Context: an optimization exercise on an open-source flow, tuned for small area. The choices shown serve that exercise and are no tape-out recipe. Function was checked by simulation only, so behaviour that the tests miss may differ from the original.

## lane 2
## minilab_top
module minilab_top (
  input  logic        CLOCK_50,
  input  logic        KEY,
  input  logic [9:0]  SW,
  output logic        LEDR,
  output logic [6:0]  HEX0,
  output logic [6:0]  HEX1,
  output logic [6:0]  HEX2,
  output logic [6:0]  HEX3,
  output logic [6:0]  HEX4,
  output logic [6:0]  HEX5,
  output logic        mem_read,
  output logic [31:0] mem_address,
  input  logic [63:0] mem_readdata,
  input  logic        mem_readdatavalid,
  input  logic        mem_waitrequest
);
  localparam int RW = 19;
  logic       pass;       
  logic       is_b;       
  logic [2:0] row;        
  logic       req;        
  logic       wait_rsp;   
  logic [2:0] j;          
  logic       done;
  logic capture;
  assign capture = wait_rsp && mem_readdatavalid;
  always_ff @(posedge CLOCK_50 or negedge KEY) begin
    if (!KEY) begin
      pass     <= 1'b0;
      is_b     <= 1'b1;
      row      <= 3'd0;
      req      <= 1'b0;
      wait_rsp <= 1'b0;
      j        <= 3'd0;
      done     <= 1'b0;
    end else begin
      if (req && !mem_waitrequest) begin
        req      <= 1'b0;
        wait_rsp <= 1'b1;
      end
      if (capture) begin
        wait_rsp <= 1'b0;
        if (is_b) begin
          is_b <= 1'b0;
          req  <= 1'b1;
        end else begin
          j <= 3'd1;
        end
      end
      if (j != 3'd0) j <= j + 3'd1;
      if (j == 3'd7) begin
        row <= row + 3'd1;
        if (row == 3'd7) begin
          if (pass) begin
            done <= 1'b1;
          end else begin
            pass <= 1'b1;
            is_b <= 1'b1;
            req  <= 1'b1;
          end
        end else begin
          req <= 1'b1;
        end
      end
      if (!req && !wait_rsp && is_b && !pass && j == 3'd0) req <= 1'b1;
    end
  end
  assign mem_read    = req;
  ...
==> module minilab_top, before the edit <==
module minilab_top (
  input  logic        CLOCK_50,
  input  logic        KEY,
  input  logic [9:0]  SW,
  output logic        LEDR,
  output logic [6:0]  HEX0,
  output logic [6:0]  HEX1,
  output logic [6:0]  HEX2,
  output logic [6:0]  HEX3,
  output logic [6:0]  HEX4,
  output logic [6:0]  HEX5,
  output logic        mem_read,
  output logic [31:0] mem_address,
  input  logic [63:0] mem_readdata,
  input  logic        mem_readdatavalid,
  input  logic        mem_waitrequest
);
  localparam int RW = 19;
  logic       pass;       
  logic       is_b;       
  logic [2:0] row;        
  logic       req;        
  logic       wait_rsp;   
  logic [2:0] j;          
  logic       done;
  logic capture;
  assign capture = wait_rsp && mem_readdatavalid;
  always_ff @(posedge CLOCK_50 or negedge KEY) begin
    if (!KEY) begin
      pass     <= 1'b0;
      is_b     <= 1'b1;
      row      <= 3'd0;
      req      <= 1'b0;
      wait_rsp <= 1'b0;
      j        <= 3'd0;
      done     <= 1'b0;
    end else begin
      if (req && !mem_waitrequest) begin
        req      <= 1'b0;
        wait_rsp <= 1'b1;
      end
      if (capture) begin
        wait_rsp <= 1'b0;
        if (is_b) begin
          is_b <= 1'b0;
          req  <= 1'b1;
        end else begin
          j <= 3'd1;
        end
      end
      if (j != 3'd0) j <= j + 3'd1;
      if (j == 3'd7) begin
        row <= row + 3'd1;
        if (row == 3'd7) begin
          if (pass) begin
            done <= 1'b1;
          end else begin
            pass <= 1'b1;
            is_b <= 1'b1;
            req  <= 1'b1;
          end
        end else begin
          req <= 1'b1;
        end
      end
      if (!req && !wait_rsp && is_b && !pass && j == 3'd0) req <= 1'b1;
    end
  end
  assign mem_read    = req;
  assign mem_address = is_b ? 32'd0 : {28'd0, 1'b0, row} + 32'd1;
  assign LEDR        = done;
  logic [31:0] h;
  assign h = pass ? mem_readdata[31:0] : mem_readdata[63:32];
  logic [31:0] b_q;
  always_ff @(posedge CLOCK_50) begin
    if (capture && is_b) b_q <= h;
  end
  logic [3:0] a_q [7];
  always_ff @(posedge CLOCK_50) begin
    for (int m = 0; m < 6; m++) begin
      if (j == 3'd0) a_q[m] <= h[27-4*m -: 4];
      else           a_q[m] <= a_q[m+1];
    end
    a_q[6] <= h[3:0];
  end
  logic [3:0] op_a;
  logic [7:0] op_b;
  logic       hi;
  assign op_a = (j == 3'd0) ? h[31:28] : a_q[0];
  assign op_b = b_q[31 - 8*j[2:1] -: 8];
  assign hi   = !j[0];
  logic [RW-1:0] res [8];
  logic [2:0]    sel_idx;
  logic [RW-1:0] sel;
  logic [RW-1:0] base;
  logic          zero;
  assign zero    = !pass && j == 3'd0;
  logic [RW-1:0] sum;
  logic [11:0]   prod;
  logic [15:0]   addend;
  logic          we;
  assign sel_idx = done ? SW[3:1] : row;
  always_comb begin
    sel = '0;
    for (int i = 0; i < 8; i++) begin
      if (!zero && sel_idx == 3'(i)) sel = sel | res[i];
    end
  end
  assign base    = sel;
  assign prod    = op_a * op_b;
  assign addend = hi ? {prod, 4'd0} : {4'd0, prod};
  assign sum     = base + RW'(addend);
  assign we      = (capture && !is_b) || (j != 3'd0);
  always_ff @(posedge CLOCK_50) begin
    for (int i = 0; i < 8; i++) begin
      if (we && row == 3'(i)) res[i] <= sum;
    end
  end
  function automatic logic [6:0] seg_of(input logic [3:0] nib);
    case (nib)
      4'h0:    seg_of = 7'b1000000;
      4'h1:    seg_of = 7'b1111001;
      4'h2:    seg_of = 7'b0100100;
      4'h3:    seg_of = 7'b0110000;
      4'h4:    seg_of = 7'b0011001;
      4'h5:    seg_of = 7'b0010010;
      4'h6:    seg_of = 7'b0000010;
      4'h7:    seg_of = 7'b1111000;
      4'h8:    seg_of = 7'b0000000;
      4'h9:    seg_of = 7'b0011000;
      4'ha:    seg_of = 7'b0001000;
      4'hb:    seg_of = 7'b0000011;
      4'hc:    seg_of = 7'b1000110;
      4'hd:    seg_of = 7'b0100001;
      4'he:    seg_of = 7'b0000110;
      default: seg_of = 7'b0001110;
    endcase
  endfunction
  logic        show;
  logic [23:0] shown;
  assign show  = done && SW[0];
  assign shown = {5'd0, sel};
  assign HEX0 = show ? seg_of(shown[3:0])   : 7'b1111111;
  assign HEX1 = show ? seg_of(shown[7:4])   : 7'b1111111;
  assign HEX2 = show ? seg_of(shown[11:8])  : 7'b1111111;
  assign HEX3 = show ? seg_of(shown[15:12]) : 7'b1111111;
  assign HEX4 = show ? seg_of(shown[19:16]) : 7'b1111111;
  assign HEX5 = show ? seg_of(shown[23:20]) : 7'b1111111;
endmodule
==> flow/config.mk <==
export PLATFORM = sky130hd
export DESIGN_NAME = minilab_top
export DESIGN_NICKNAME = minilab_top
export VERILOG_FILES = /design/flow/design.v
export SDC_FILE = /design/flow/constraint.sdc
export NUM_CORES = 4
export LEC_CHECK = 0
export CAP_MARGIN = 20
export CORE_MARGIN = 2
export CORE_UTILIZATION = 40
export GPL_TIMING_DRIVEN = 0
export SLEW_MARGIN = 20
==> flow/constraint.sdc <==
create_clock -name core_clock -period 8.0 [get_ports {CLOCK_50}]
set_input_delay 1.6000 -clock core_clock [delete_from_list [all_inputs] [get_ports {CLOCK_50}]]
set_output_delay 1.6000 -clock core_clock [all_outputs]
set_load 0.01 [all_outputs]
standard.sh (not shown) runs the stock make flow with config.mk's settings and CLKGATE_MAP_FILE= SYNTH_SCRIPT=/design/flow/synth_recipe.tcl, a recipe that flattens the netlist after the stock synthesis.
==> flow/flow/run.sh <==
#!/bin/bash
# Layout flow: the standard flow (standard.sh) with these changes:
#  - synthesis maps logic with an area-oriented ABC script (flow/area.abc),
#    without ORFS's half/full-adder extraction, Kogge-Stone adder map or pass-through output
#    buffers (flow/my_synth.tcl); registers are mapped
#    exactly as in the standard synthesis;
#  - port buffers use the smallest buffer cell;
#  - clock tree: clkbuf_8 leaf clusters, no dummy loads.
# Each tool's output goes to flow_run.log (make) and ORFS's own logs.
set -euo pipefail
HERE=$(pwd)
sed "s|SYNTH_SCRIPT=[^ ]*|SYNTH_SCRIPT=$HERE/flow/my_synth.tcl|" standard.sh > my_standard.sh
export BUFFER_PORTS_ARGS="-buffer_cell sky130_fd_sc_hd__buf_1"
export CTS_ARGS="-sink_clustering_enable -repair_clock_nets -dont_use_dummy_load -buf_list sky130_fd_sc_hd__clkbuf_8 -sink_clustering_size 16 -sink_clustering_max_diameter 60"
export MY_ABC_SCRIPT=$HERE/flow/area.abc
bash my_standard.sh ADDER_MAP_FILE= SYNTH_OPERATIONS_ARGS=-noshare SYNTH_INSBUF=0 finish > flow_run.log 2>&1
==> flow/flow/area.abc <==
strash
&get -n
&fraig -x
&put
dc2
strash
dch -f
amap -m
==> flow/flow/my_synth.tcl <==
# synth_recipe.tcl with an area-oriented ABC mapping: the default yosys ABC
# script in place of ORFS's speed script. Everything else (front end,
# register mapping, flatten and renames) is the same as the standard flow's.
proc synth {args} { yosys synth -nofsm -noshare {*}$args }
proc abc {args} {
  set keep {}
  set i 0
  while {$i < [llength $args]} {
    set a [lindex $args $i]
    if {$a eq "-script" || $a eq "-constr" || $a eq "-D"} {
      incr i 2
      continue
    }
    lappend keep $a
    incr i
  }
  if {[info exists ::env(MY_ABC_D)] && $::env(MY_ABC_D) ne ""} {
    lappend keep -D $::env(MY_ABC_D)
  }
  if {[info exists ::env(MY_ABC_SCRIPT)] && $::env(MY_ABC_SCRIPT) ne ""} {
    lappend keep -script $::env(MY_ABC_SCRIPT)
  }
  yosys abc {*}$keep
}
source $::env(SCRIPTS_DIR)/synth.tcl
# left out here: clear keep_hierarchy, flatten, clean up, hide names made inside functions, write 1_2_yosys.v
Input changes introduced in lane 3 (baseline for comparison: lane 2):
-- flow/design.v --
<<< lane 2, line 55
        if (row == 3'd7) begin
          if (pass) begin
            done <= 1'b1;
          end else begin
            pass <= 1'b1;
>>> lane 3, line 55
        if (row == 3'd7) begin
          if (pass) begin
            is_b <= 1'b1;
          end else begin
            pass <= 1'b1;
<<< lane 2, line 65
        end
      end
      if (!req && !wait_rsp && is_b && !pass && j == 3'd0) req <= 1'b1;
    end
>>> lane 3, line 65
        end
      end
      if (pass && is_b && !req && !wait_rsp) done <= 1'b1;
      if (!req && !wait_rsp && is_b && !pass && j == 3'd0) req <= 1'b1;
    end
<<< lane 2, line 95
  logic [RW-1:0] sel;
  logic [RW-1:0] base;
  logic          zero;
  assign zero    = !pass && j == 3'd0;
  logic [RW-1:0] sum;
  logic [11:0]   prod;
  logic [15:0]   addend;
  logic          we;
  assign sel_idx = done ? SW[3:1] : row;
  always_comb begin
    sel = '0;
    for (int i = 0; i < 8; i++) begin
      if (!zero && sel_idx == 3'(i)) sel = sel | res[i];
    end
  end
  assign base    = sel;
  assign prod    = op_a * op_b;
  assign addend = hi ? {prod, 4'd0} : {4'd0, prod};
  assign sum     = base + RW'(addend);
  assign we      = (capture && !is_b) || (j != 3'd0);
  always_ff @(posedge CLOCK_50) begin
    for (int i = 0; i < 8; i++) begin
      if (we && row == 3'(i)) res[i] <= sum;
    end
  end
>>> lane 3, line 96
  logic [RW-1:0] sel;
  logic [RW-1:0] base;
  logic [RW-1:0] sum;
  logic [11:0]   prod;
  logic [15:0]   addend;
  logic [11:0]   p_q;
  logic          hi_q;
  logic          we_q;
  logic          zero_q;
  logic [2:0]    row_q;
  assign prod = op_a * op_b;
  always_ff @(posedge CLOCK_50) begin
    p_q    <= prod;
    hi_q   <= hi;
    we_q   <= (capture && !is_b) || (j != 3'd0);
    zero_q <= !pass && j == 3'd0;
    row_q  <= row;
  end
  assign sel_idx = done ? SW[3:1] : row_q;
  assign sel     = res[sel_idx];
  assign base    = zero_q ? '0 : sel;
  assign addend  = hi_q ? {p_q, 4'd0} : {4'd0, p_q};
  assign sum     = base + RW'(addend);
  always_ff @(posedge CLOCK_50) begin
    for (int i = 0; i < 8; i++) begin
      if (we_q && row_q == 3'(i)) res[i] <= sum;
    end
  end
==> comparison <==
Lane 3 ends up with lower worst hold path cell count than lane 2 does.
A critical path startpoint of SW[1] is what lane 2 shows, while SW[2] belongs to lane 3.
met3 wire length went up by a little under 10% going from lane 2 to lane 3.
Lower reg2reg setup slack among lane 3 and lane 2: lane 2
Summary of lane 3 over lane 2: final-layout clock buffer total saw an increase, clock-cell share of area increased 0.15 points, final hold slack down 0.015 ns, cell area after layout rose by about 3.5%, first-pass GRT wire length was more or less identical.
Re layout-stage area growth over the synthesis result: lane 3 and lane 2 aren't equal, and the higher value belongs to lane 2.
Where final critical path time including I/O delays and setup is concerned, lane 2 is outperformed by lane 3.
Setup slack in lane 3 is larger than in lane 2.
On count of buffer and inverter cells on the critical path, the higher figure sits with lane 2, not lane 3.

-- afterwards: timing with drivers on the ports --
The flow's constraints put no driver on any port. The routed layouts listed below were extracted and timed again, unchanged, in two steps. Step 1, drivers: a clkbuf_16 drives CLOCK_50 and a buf_2 each remaining input, both assumed. Step 2 also shifts input and output timing later by t, the mid clock arrival at the registers, as if the neighbouring blocks saw the same clock. a / b / c = ideal / step 1 / step 2; a / b = the first two.
| run | shift t [ns] | setup slack, ns | hold WS [ns] | worst setup path at the end |
|---|---|---|---|---|
| lane 2 | 0.549 | 0.875 / 0.896 / 0.346 | 0.431 / 0.431 / 0.431 | input to register |
| lane 3 | 0.535 | 1.043 / 1.065 / 0.530 | 0.416 / 0.416 / 0.416 | input to register |
After both steps every run listed still meets setup and hold. The setup slack of lane 2, which loses most, moves by +0.021 ns with the drivers and by -0.529 ns with both steps.
